This is an optimization exercise on Yosys and OpenROAD, whose aim is small area and a short achievable clock period, not a production implementation. Where RTL was checked, it was by simulation tests only, not by an equivalence proof against the original. For run 3, only the layout was checked, not whether the RTL still works. Power figures rest on the tool's default switching activity, not on a simulated workload.

===== flow/run.sh =====
#!/bin/bash
# synth_recipe.tcl (not shown) runs the flow's synth.tcl, then flattens the netlist and writes it again
# the make line also repeats each setting of config.mk as NAME=value (left out here)
make -C /OpenROAD-flow-scripts/flow DESIGN_CONFIG=/design/flow/config.mk WORK_HOME=/design/flow/orfs CLKGATE_MAP_FILE= SYNTH_SCRIPT=/design/flow/synth_recipe.tcl finish

===== flow/design.v =====
package sdr_pkg;
   localparam int SAMPLE_W   = 8;
   localparam int FIFO_DEPTH = 512;
   localparam int STAT_W     = 16;
   typedef logic [SAMPLE_W-1:0] sample_t;
endpackage
module fifo_ram #(
   parameter int DEPTH = 512,
   parameter int WIDTH = 8
) (
   input  logic                     clk,
   input  logic                     rst_n,
   input  logic                     i_we,
   input  logic [$clog2(DEPTH)-1:0] i_waddr,
   input  logic [WIDTH-1:0]         i_wdata,
   input  logic                     i_re,
   input  logic [$clog2(DEPTH)-1:0] i_raddr,
   output logic [WIDTH-1:0]         o_rdata
);
   logic [WIDTH-1:0] r_mem [DEPTH];
   always_ff @(posedge clk)
      if (i_we) r_mem[i_waddr] <= i_wdata;
   always_ff @(posedge clk or negedge rst_n)
      if (!rst_n) o_rdata <= '0;
      else if (i_re) o_rdata <= r_mem[i_raddr];
endmodule
module sample_fifo #(
   parameter int DEPTH       = sdr_pkg::FIFO_DEPTH,
   parameter int WIDTH       = sdr_pkg::SAMPLE_W,
   parameter int AFULL_LEVEL = DEPTH - 64
) (
   input  logic                   clk,
   input  logic                   rst_n,
   input  logic [WIDTH-1:0]       wr_data,
   input  logic                   wr_en,
   output logic                   full,
   output logic                   almost_full,
   input  logic                   read,
   output logic [WIDTH-1:0]       sample,
   output logic                   empty,
   output logic [$clog2(DEPTH):0] level,
   input  logic                   i_stats_clr,
   output logic [sdr_pkg::STAT_W-1:0]      o_overflow_cnt,
   output logic [sdr_pkg::STAT_W-1:0]      o_underflow_cnt
);
   localparam int AW = $clog2(DEPTH);
   logic [AW-1:0] r_wr_ptr, r_rd_ptr;
   logic [AW:0]   r_level, w_level_nxt;
   logic          r_empty, r_full, r_afull;
   logic          w_wr, w_rd;
   assign w_wr        = wr_en & ~r_full;
   assign w_rd        = read & ~r_empty;
   assign w_level_nxt = r_level + (AW+1)'(w_wr) - (AW+1)'(w_rd);
   assign level       = r_level;
   assign empty       = r_empty;
   assign full        = r_full;
   assign almost_full = r_afull;
   always_ff @(posedge clk or negedge rst_n)
      if (!rst_n) begin
         r_wr_ptr <= '0;
         r_rd_ptr <= '0;
         r_level  <= '0;
         r_empty  <= 1'b1;
         r_full   <= 1'b0;
         r_afull  <= 1'b0;
      end else begin
         if (w_wr) r_wr_ptr <= r_wr_ptr + 1'b1;
         if (w_rd) r_rd_ptr <= r_rd_ptr + 1'b1;
         r_level <= w_level_nxt;
         r_empty <= w_level_nxt == '0;
         r_full  <= w_level_nxt == (AW+1)'(DEPTH);
         r_afull <= w_level_nxt >= (AW+1)'(AFULL_LEVEL);
      end
   fifo_ram #(.DEPTH(DEPTH), .WIDTH(WIDTH)) u_ram (
      .clk     (clk),
      .rst_n   (rst_n),
      .i_we    (w_wr),
      .i_waddr (r_wr_ptr),
      .i_wdata (wr_data),
      .i_re    (w_rd),
      .i_raddr (r_rd_ptr),
      .o_rdata (sample)
   );
   logic [sdr_pkg::STAT_W-1:0] r_ovf_cnt, r_udf_cnt;
   always_ff @(posedge clk or negedge rst_n)
      if (!rst_n) begin
         r_ovf_cnt <= '0;
         r_udf_cnt <= '0;
      end else if (i_stats_clr) begin
         r_ovf_cnt <= '0;
         r_udf_cnt <= '0;
      end else begin
         if (wr_en & r_full & ~&r_ovf_cnt) r_ovf_cnt <= r_ovf_cnt + 1'b1;
         if (read & r_empty & ~&r_udf_cnt) r_udf_cnt <= r_udf_cnt + 1'b1;
      end
   assign o_overflow_cnt  = r_ovf_cnt;
   assign o_underflow_cnt = r_udf_cnt;
endmodule

===== flow/config.mk =====
export PLATFORM = sky130hd
export DESIGN_NAME = sample_fifo
export DESIGN_NICKNAME = sample_fifo
export VERILOG_FILES = /design/flow/design.v
export SDC_FILE = /design/flow/constraint.sdc
export NUM_CORES = 4
export LEC_CHECK = 0
export CAP_MARGIN = 20
export CORE_MARGIN = 2
export CORE_UTILIZATION = 45
export SLEW_MARGIN = 20
export SYNTH_MEMORY_MAX_BITS = 8192

===== flow/constraint.sdc =====
create_clock -name core_clock -period 4.8 [get_ports {clk}]
set_input_delay 0.9600 -clock core_clock [delete_from_list [all_inputs] [get_ports {clk}]]
set_output_delay 0.9600 -clock core_clock [all_outputs]
set_load 0.01 [all_outputs]

==> results of run 1 <==
==> area by class of cell <==
cell class	count	area, um2
antenna	17	42.54
clock buffer	515	10990
fill	28130	175400
clock inverter	241	2190
multi-input combinational	3055	35160
inverter	25	106.4
sequential	4167	124800
timing repair buffer	481	5110
tap	4773	5972
==> worst register-to-register path: stages (launching register included) <==
cell       delay (ns)
dfrtp_4          1.00
buf_12           0.33
buf_12           0.32
mux4_2           0.53
and2_0           0.20
a2111oi_0        0.90
a2111oi_0        0.29
nand4_1          0.17
nand3b_1         0.09
nor3_1           0.49
o41ai_1          0.15
==> state kept, by name, indices dropped and copies added, names as in the netlist <==
signal and cells:
r_wr_ptr 9, r_udf_cnt 16, u_ram.r_mem 4096, r_rd_ptr 9, r_empty 1, r_ovf_cnt 16, r_afull 1, r_level 10
r_full 1, u_ram.o_rdata 8
==> cell usage after synthesis (all sizes together) (19+ instances only) <==
master	count	area share, %
xor2	27	0.15
nor2b	20	0.077
a221oi	65	0.35
nand2	216	0.50
nor3	33	0.10
a22oi	88	0.41
xnor2	26	0.14
nand3	67	0.21
nand4	22	0.084
dfrtp	70	1.1
inv	25	0.058
o22ai	57	0.22
edfxtp	4096	76
buf	275	1.4
a21oi	116	0.36
mux2i	317	1.9
o21ai	78	0.24
a211oi	31	0.14
o221ai	43	0.23
mux4	980	14
clkbuf	197	0.51
o211ai	19	0.088
nor2	627	1.4
==> per-layer routing <==
metal,vias to the layer above,part of all wire (%),track usage (%)
li1,33030,-,-
met1,44790,39,35.08
met2,4488,48,40.06
met3,751,10,5.693
met4,6,3.6,8.001
met5,-,0.0079,0
==> power groups by stage <==
stage	Combinational, mW	Clock, mW	Sequential (mW)
final	32.4	31.8	41.0
after global placement	32.1	0	41.7
after detailed placement	32.2	0	41.7
after global routing	33.2	33.6	41.0
after floorplan	18.9	0	41.2
after CTS	32.3	32.2	41.0
==> metrics by stage <==
step,power [mW],cell area (um2),instances,setup WS (ns)
2_1_floorplan,60.12,162900,7722,0.9072
4_1_cts,105.4,184300,13260,0.2882
6_report,105.2,184400,13270,0.1779
3_5_place_dp,73.94,171100,12500,0.1561
5_1_grt,107.8,184300,13260,0.09537
3_3_place_gp,73.84,171100,12500,0.02308
==> kinds of logic after synthesis <==
| kind of cell | after synthesis |
|---|---|
| AND/OR/NAND/NOR | 1059 |
| buffers and inverters | 500 |
| flip-flops | 4167 |
| adder cells (fa/ha/maj) | 18 |
| XOR/XNOR | 53 |
| multiplexers | 1307 |
| AO/OA/AOI/OAI | 618 |
==> worst min-delay path by stage <==
stage | to | cells after the start | slack (ns)
2_1_floorplan | r_wr_ptr[5]$_DFFE_PN0P_ | 1 | 0.49
3_3_place_gp | r_wr_ptr[3]$_DFFE_PN0P_ | 1 | 0.53
3_5_place_dp | r_udf_cnt[6]$_DFFE_PN0P_ | 2 | 0.56
4_1_cts | u_ram.r_mem[80][7]$_DFFE_PP_ | 1 | 0.46
5_1_grt | u_ram.r_mem[89][7]$_DFFE_PP_ | 1 | 0.48
6_report | r_udf_cnt[6]$_DFFE_PN0P_ | 2 | 0.47
==> timing repair <==
item                                   4_1_cts  5_1_grt
setup endpoints to repair                    0        0
endpoints found under the hold margin       40        0
hold buffers                                 1        0
==> flow_summary.toml, run 1 <==
[outcome]
status = "timing/DRC/antenna clean"

[routing]
dr_total_vias = 83070
viasPerCell = 6.258
drt-initial-drc-count = 11430
route.final.wire_length_um = 468200
firstDrtPassIters = 8
ant_nets = 0
wl_per_cell_um = 35.27
drc = 0

[critical_path]
required_ns = 5.62
r2r_slack_ns = 0.18
endpoint = "u_ram.o_rdata[1]$_DFFE_PN0P_"
worst_setup_path_end_kind = "flop"
critPathSlowestCell = "dfrtp_4"
r2r-end = "u_ram.o_rdata[1]$_DFFE_PN0P_"
path_cells = "buf_12, buf_12, mux4_2, and2_0, a2111oi_0, a2111oi_0, nand4_1, nand3b_1, nor3_1, o41ai_1"
r2r_start = "r_rd_ptr[0]$_DFFE_PN0P_"
setup.worst_path.start_class = "flop"
cp_max_fo = 30
worst-setup-path-type = "reg -> reg"
startpoint = "r_rd_ptr[0]$_DFFE_PN0P_"
cpPeakStageDelay_ns = 1.00
ff2ff_path_depth = 10
worst_ep_arrival_time_ns = 5.44
cp_top_family = "compound AO/OA/AOI/OAI gates"
crit_buf_inv = 2
crit_cells = 10

[pwr]
p_int_mw = 70.99
net-switching-power_mw = 34.22
p_leak_nw = 57.99
vdd_drop_max_mv = 0.5346
cellPowerDensity_nw_per_um2 = 570.6
power_frac_clock_pct = 30.3
p_sw_share_pct = 32.53
power_frac_seq_pct = 39.0
combPwrFrac_pct = 30.8

[job]
drv_cap = 0

[yosys]
yosysWarningCount = 2
synth_edf_count = 4096
synth-compound-area-share_pct = 2.669
synthMuxAreaShare_pct = 15.62
yosys.area_share.adder_pct = 0.1429
synth_fp_nets = 7753
synthSimpleGateAreaFrac_pct = 2.720
yosysSeqAreaShare_pct = 76.60
syn_area_um2 = 162900
synth_top_family_by_area = "multiplexers"
syn_inst = 7722
syn_avg_cell_area_um2 = 21.10
yosysUniqueCellTypes = 83
synth_seq_cells = 4167
async_flop_share_pct = 1.704
synthFlopType = "edfxtp_1"
synthXorXnorAreaFrac_pct = 0.2850

[cts]
path_clk_slew_ns = 0.06
cts.sinks = 4167
cts_tree = "yes"
cts_buffer_depth = 4
numCtsBuffers = 418
root_buffer = "clkbuf_16"
h-tree-depth = 5
cts-resized-gates = 0
post_cts_buffers = 0
clk_latency_ns = 0.99

[placement]
port_buffers = 65
gp_congestion = 0.8977
hpwl_um = 290700

[timing]
finalHoldViolCount = 0
finalCriticalPeriod_ns = 4.622
finalMaxSlewViolations = 0
rsz0062_at_grt = "no"
fin_setup_tns_ns = 0
fmax_ghz = 0.2164
worst_pin_slew_ns = 1.187
fin_skew_ns = 0.07543
post-route-period-util_pct = 96.29
setup_violations = 0
slew_headroom_pct = 18.80
hold_slack_ns = 0.4722

[hold_path]
holdCritPathClass = "in -> reg"
hold_path.startpoint = "i_stats_clr"

[floorplanning]
die_h_um = 605.7
rows = 220
die_x_um = 605.7
dieArea_um2 = 366800
fp.coreArea_um2 = 359800
ios = 66
initial_utilization_pct = 45.28

[layout]
nets = 8179
drive_gt1_share_pct = 23.82
final_common_cell = "edfxtp_1"
final_cell_mix = "4096 x edfxtp_1, 956 x mux4_2, 621 x nor2_1"
finish.utilization_pct = 51.25
synthToLayoutAreaGrowth_pct = 13.18

[grt]
overflow = 0
grt_pass1_vias = 82310
grt_max_degree = 145
grt_usage_pct = 25.30
antenna_found_initial = 21
grt_pass1_wl_um = 651200
==> run 2: changes to the inputs <==
--- a/flow/config.mk
+++ b/flow/config.mk
@@ -5,8 +5,10 @@
 export SDC_FILE = /design/flow/constraint.sdc
 export NUM_CORES = 4
 export LEC_CHECK = 0
+export ABC_CLOCK_PERIOD_IN_PS = 2500
 export CAP_MARGIN = 20
 export CORE_MARGIN = 2
 export CORE_UTILIZATION = 45
+export SETUP_SLACK_MARGIN = 2.2
 export SLEW_MARGIN = 20
 export SYNTH_MEMORY_MAX_BITS = 8192
==> flow_summary.toml, run 2 <==
[outcome]
status = "timing/DRC/antenna clean"

[yosys]
synth_edf_count = 4096
synth_common_cells = "4096 x edfxtp_1, 956 x mux4_2, 627 x nor2_1"
syn_inst = 7722
synthFlopType = "edfxtp_1"
synth_top_area_share_pct = 75.50
synth_fp_nets = 7753
syn_area_um2 = 162900
yosysSeqAreaShare_pct = 76.60
synth_top_area_cell = "edfxtp_1"
post-synth-top-count-cell = "edfxtp_1"
yosysUniqueCellTypes = 83
synth.area.top_cells = "edfxtp_1 76%, mux4_2 13%, mux2i_1 1.9%"
async_flop_share_pct = 1.704
syn_avg_cell_area_um2 = 21.10
yosysWarningCount = 2
synth_seq_cells = 4167

[timing]
fin_skew_ns = 0.07673
fmax_ghz = 0.2685
finalMaxSlewViolations = 0
fin_ws_ns = 1.075
worst_pin_slew_ns = 1.245
hold_slack_ns = 0.09647
fin_setup_tns_ns = 0
rsz0062_at_grt = "yes"
finalCriticalPeriod_ns = 3.725
finalHoldViolCount = 0
post-route-period-util_pct = 77.60
slew_headroom_pct = 17.01
setup_violations = 0

[grt]
grt_max_degree = 181
grt_pass1_vias = 85570
overflow = 0
grt_pass1_wl_um = 678600
antenna_found_initial = 23
grt_usage_pct = 26.47

[pwr]
cellPowerDensity_nw_per_um2 = 563.1
p_leak_nw = 62.31
p_total_mw = 110.8
vdd_drop_max_mv = 0.5144

[placement]
pre_cts_ws_ns = 0.3942
post_dp_cell_area_um2 = 173400
hpwl_um = 296000
port_buffers = 65
placedCellCount = 12570
gp_congestion = 0.8834

[job]
drv_cap = 0

[critical_path]
r2r_slack_ns = 1.08
path_cells = "buf_16, buf_16, buf_16, buf_16, buf_4, buf_4, mux4_2, mux2i_1, o311ai_1, a211oi_1, o2111ai_2, a31o_2"
worst-setup-path-type = "reg -> reg"
crit_path_frequent_cell = "buf_16"
worst_setup_path_end_kind = "flop"
r2r-end = "u_ram.o_rdata[5]$_DFFE_PN0P_"
ff2ff_path_depth = 12
worst_ep_arrival_time_ns = 4.59
cp_max_fo = 11
setup.worst_path.start_class = "flop"
critPathSlowestCell = "mux4_2"
cpPeakStageDelay_ns = 0.54
startpoint = "r_rd_ptr[0]$_DFFE_PN0P_"
r2r_start = "r_rd_ptr[0]$_DFFE_PN0P_"
required_ns = 5.67

[layout]
nets = 8732
final_cell_mix = "4096 x edfxtp_1, 965 x mux4_2, 544 x buf_4"
synthToLayoutAreaGrowth_pct = 20.78
fillCellCount = 26740
regMostFlops = "u_ram.r_mem"
finish.utilization_pct = 54.69
final_area_um2 = 196800
final_common_cell = "edfxtp_1"
largest_reg_flops = 4096
largest_registers = "u_ram.r_mem (4096), r_ovf_cnt (16), r_udf_cnt (16)"
final_cells = 13840
drive_gt1_share_pct = 36.02

[floorplanning]
initial_utilization_pct = 45.28
die_h_um = 605.7
ios = 66
dieArea_um2 = 366800
fp.coreArea_um2 = 359800
die_x_um = 605.7
rows = 220

[cts]
path_clk_slew_ns = 0.06
root_buffer = "clkbuf_16"
h-tree-depth = 5
cts.sinks = 4167
numCtsBuffers = 424
clk_latency_ns = 0.99
cts_buffer_depth = 4
ctsHoldBuffers = 0
cts_tree = "yes"

[routing]
ant_nets = 0
viasPerCell = 6.259
wl_per_cell_um = 35.76
firstDrtPassIters = 6
drt-initial-drc-count = 11730
drc = 0
dr_total_vias = 86600
route.final.wire_length_um = 494800

[hold_path]
holdCritPathClass = "in -> async"
==> run 2: changes by cell type in the layout (fill, tap and decap cells not counted), sizes merged, moves of 2 or more <==
cell           delta
buf             +562
clkdlybuf4s15     +6
clkinvlp         +11
nand2             +2
clkbuf           +28
clkdlybuf4s50    -52
diode            -10
bufinv            +3
bufbuf           +13
==> run 2: logic make-up after synthesis <==
group / synth area share (%)
AOI/OAI and AO/OA: 2.669
xor gates and xnor gates: 0.2850
adders and majority gates: 0.1429
buffers and inverters: 1.967
DFF: 76.60
muxes: 15.62
and+or+nand+nor: 2.720
==> run 2: final cells by class <==
type                            count  area [um2]  share of cell area, %
Multi-Input combinational cell   3057       39430                  20.04
Clock buffer                      528       11220                  5.702
Timing Repair inverter              1       8.758               0.004452
Inverter                           25       125.1                0.06359
Timing Repair Buffer             1025       12800                  6.507
Clock inverter                    253        2364                  1.201
Sequential cell                  4167      124800                  63.44
Antenna cell                        7       17.52               0.008903
Tap cell                         4773        5972                  3.035
==> run 2: routing by layer <==
| layer | routed length [um] | global-route usage, % | share of wire (%) | vias to the layer above |
|---|---|---|---|---|
| li1 | - | - | - | 34270 |
| met1 | 189900 | 36.66 | 38 | 46550 |
| met2 | 232500 | 41.45 | 47 | 4879 |
| met3 | 50670 | 5.507 | 10 | 867 |
| met4 | 21440 | 10.23 | 4.3 | 24 |
| met5 | 262 | 0 | 0.053 | - |
==> run 2: how the worst max path moves through the flow <==
stage	to	slack, ns	cells after the start
finish	u_ram.o_rdata[5]$_DFFE_PN0P_	1.08	12
global route	u_ram.o_rdata[5]$_DFFE_PN0P_	1.11	10
CTS	u_ram.o_rdata[6]$_DFFE_PN0P_	1.19	11
detailed placement	r_empty$_DFF_PN1_	0.39	14
global placement	r_full$_DFF_PN0_	0.31	14
floorplan	r_full$_DFF_PN0_	1.36	15
==> run 2: worst max-delay path: cells and delay by family (launching register included) <==
kind	cells	cell delay (ns)
compound gates	4	1.25
buf+inv	6	1.12
flops	1	0.46
mux	2	0.75
==> run 2: timing repair <==
action,CTS,global route
cloned,32,14
endpoints found under the hold margin,0,0
gates resized for setup,781,245
pin swaps,107,145
buffers inserted,276,153
endpoints found under the setup margin,3887,2107
==> run 2: power breakdown <==
part | internal [mW] | leakage, nW | total [mW] | switching (mW)
logic | 15.7 | 18.0 | 37.6 | 21.9
clock network | 18.5 | 6.60 | 32.5 | 13.9
registers | 40.3 | 37.7 | 40.7 | 0.471
total | 74.5 | 62.3 | 111 | 36.3
==> run 3: changes to the inputs <==
--- a/flow/design.v
+++ b/flow/design.v
@@ -9,20 +9,24 @@
    parameter int WIDTH = 8
 ) (
    input  logic                     clk,
-   input  logic                     rst_n,
    input  logic                     i_we,
    input  logic [$clog2(DEPTH)-1:0] i_waddr,
    input  logic [WIDTH-1:0]         i_wdata,
-   input  logic                     i_re,
    input  logic [$clog2(DEPTH)-1:0] i_raddr,
    output logic [WIDTH-1:0]         o_rdata
 );
-   logic [WIDTH-1:0] r_mem [DEPTH];
-   always_ff @(posedge clk)
-      if (i_we) r_mem[i_waddr] <= i_wdata;
-   always_ff @(posedge clk or negedge rst_n)
-      if (!rst_n) o_rdata <= '0;
-      else if (i_re) o_rdata <= r_mem[i_raddr];
+   logic [WIDTH-1:0] w_word [DEPTH];
+   for (genvar i = 0; i < DEPTH; i++) begin : g_word
+      logic [WIDTH-1:0] r_q;
+      always_ff @(posedge clk)
+         if (i_we && i_waddr == i) r_q <= i_wdata;
+      assign w_word[i] = r_q;
+   end
+   always_comb begin
+      o_rdata = '0;
+      for (int i = 0; i < DEPTH; i++)
+         o_rdata = o_rdata | (w_word[i] & {WIDTH{i_raddr == i}});
+   end
 endmodule
 module sample_fifo #(
    parameter int DEPTH       = sdr_pkg::FIFO_DEPTH,
@@ -48,6 +52,7 @@
    logic [AW:0]   r_level, w_level_nxt;
    logic          r_empty, r_full, r_afull;
    logic          w_wr, w_rd;
+   logic [WIDTH-1:0] w_rdata, r_sample;
    assign w_wr        = wr_en & ~r_full;
    assign w_rd        = read & ~r_empty;
    assign w_level_nxt = r_level + (AW+1)'(w_wr) - (AW+1)'(w_rd);
@@ -55,6 +60,7 @@
    assign empty       = r_empty;
    assign full        = r_full;
    assign almost_full = r_afull;
+   assign sample      = r_sample;
    always_ff @(posedge clk or negedge rst_n)
       if (!rst_n) begin
          r_wr_ptr <= '0;
@@ -63,9 +69,11 @@
          r_empty  <= 1'b1;
          r_full   <= 1'b0;
          r_afull  <= 1'b0;
+         r_sample <= '0;
       end else begin
          if (w_wr) r_wr_ptr <= r_wr_ptr + 1'b1;
          if (w_rd) r_rd_ptr <= r_rd_ptr + 1'b1;
+         if (w_rd) r_sample <= w_rdata;
          r_level <= w_level_nxt;
          r_empty <= w_level_nxt == '0;
          r_full  <= w_level_nxt == (AW+1)'(DEPTH);
@@ -73,13 +81,11 @@
       end
    fifo_ram #(.DEPTH(DEPTH), .WIDTH(WIDTH)) u_ram (
       .clk     (clk),
-      .rst_n   (rst_n),
-      .i_we    (w_wr),
+      .i_we    (~r_full),
       .i_waddr (r_wr_ptr),
       .i_wdata (wr_data),
-      .i_re    (w_rd),
       .i_raddr (r_rd_ptr),
-      .o_rdata (sample)
+      .o_rdata (w_rdata)
    );
    logic [sdr_pkg::STAT_W-1:0] r_ovf_cnt, r_udf_cnt;
    always_ff @(posedge clk or negedge rst_n)
--- a/flow/config.mk
+++ b/flow/config.mk
@@ -5,10 +5,8 @@
 export SDC_FILE = /design/flow/constraint.sdc
 export NUM_CORES = 4
 export LEC_CHECK = 0
-export ABC_CLOCK_PERIOD_IN_PS = 2500
 export CAP_MARGIN = 20
 export CORE_MARGIN = 2
 export CORE_UTILIZATION = 45
-export SETUP_SLACK_MARGIN = 2.2
 export SLEW_MARGIN = 20
 export SYNTH_MEMORY_MAX_BITS = 8192
==> flow_summary.toml, run 3 <==
[grt]
grt_max_degree = 121
overflow = 7744
grt_pass1_wl_um = 2086000
grt_usage_pct = 90.19
grt_pass1_vias = 162900

[floorplanning]
die_x_um = 597.1
ios = 66
rows = 217
die_h_um = 597.1
initial_utilization_pct = 45.26

[yosys]
yosysSeqAreaShare_pct = 78.84
synth.area.top_cells = "edfxtp_1 78%, a22oi_1 5.9%, nor2_1 2.4%"
yosysUniqueCellTypes = 89
synth_fp_nets = 9572
synthFlopType = "edfxtp_1"
async_flop_share_pct = 1.704
synth_seq_cells = 4167
synth_common_cells = "4096 x edfxtp_1, 1251 x a22oi_1, 1000 x nor2_1"
synth_top_area_cell = "edfxtp_1"
syn_inst = 9534
synth_top_area_share_pct = 77.71
syn_avg_cell_area_um2 = 16.60
syn_area_um2 = 158300
yosysWarningCount = 3
synth_edf_count = 4096
post-synth-top-count-cell = "edfxtp_1"

[placement]
hpwl_um = 1082000
gp_congestion = 1.488
pre_cts_ws_ns = -0.7700
port_buffers = 65

[cts]
ctsHoldBuffers = 0
cts.sinks = 4167
numCtsBuffers = 439
h-tree-depth = 5
root_buffer = "clkbuf_16"
cts_buffer_depth = 4

[outcome]
status = "did not finish"
stop_error = "[ERROR GRT-0116] Global routing finished with congestion. Check the congestion regions in the DRC Viewer."
lastStage = "global routing (5_1_grt)"
run 3: power by group through the flow:
stage	Combinational (mW)	Sequential, mW	Clock (mW)
CTS	20.4	41.0	33.6
detailed placement	20.1	41.9	0
global placement	20.1	41.9	0
floorplan	5.40	41.4	0
run 3: per-layer routing:
layer  GRT usage, %  overflow
met1          90.82       636
met4          85.03      2088
met3          84.98       588
met2          97.67      4353
met5          72.01        79
run 3: metrics by stage:
stage | hold WS (ns) | cell area [um2] | instances | utilization, %
4_1_cts | 0.02866 | 203500 | 17370 | 58.18
3_5_place_dp | 0.5487 | 189500 | 16560 | 54.18
3_3_place_gp | 0.5379 | 189100 | 16540 | 54.06
2_1_floorplan | 0.5510 | 158300 | 9534 | -
run 3: repair_timing:
| action | 4_1_cts |
|---|---|
| resized for setup | 10 |
| setup buffers | 16 |
| pin swaps | 6 |
| hold endpoints to repair | 0 |
| setup endpoints to repair | 6 |
run 3: cells by family after synthesis:
group                      Yosys count  share of synthesized area (%)
xor gates and xnor gates            47                         0.2601
and+or+nand+nor                   2422                          7.630
AOI/OAI and AO/OA                 2320                          11.40
DFF                               4167                          78.84
adders and majority gates           25                         0.2024
muxes                               31                         0.2095
buffers and inverters              522                          1.458
run 3: worst max-delay path by stage:
stage                            start                      end  slack [ns]  cells past startpoint
4_1_cts        r_rd_ptr[0]$_DFFE_PN0P_  r_sample[3]$_DFFE_PN0P_       -0.06                     13
2_1_floorplan                     read        r_empty$_DFF_PN1_        0.73                     17
3_5_place_dp   r_rd_ptr[8]$_DFFE_PN0P_  r_sample[3]$_DFFE_PN0P_       -0.77                     12
3_3_place_gp   r_rd_ptr[8]$_DFFE_PN0P_  r_sample[3]$_DFFE_PN0P_       -0.80                     12

-- static timing again, ports no longer ideal --
No port has a modelled driver above. Below, the same layouts with a new extraction and two added sets of constraints. Step 1: set_driving_cell puts a clkbuf_16 on clk and a buf_2 on each other input, an assumption about the parent block. Step 2 also shifts input and output timing later by t, the mid clock arrival at the registers, as if the neighbouring blocks saw the same clock. a / b / c = ideal / step 1 / step 2; a / b = the first two.
run | shift t [ns] | setup slack, ns | worst data-port slew with drivers (ns)
run 1 | 1.052 | 0.178 / 0.178 / 0.123 | 0.11
run 2 | 1.055 | 1.075 / 1.075 / 0.854 | 0.10
After both steps every run listed still meets setup and hold. The setup slack of run 2, which loses most, moves by 0.000 ns with the drivers and by -0.221 ns with both steps.
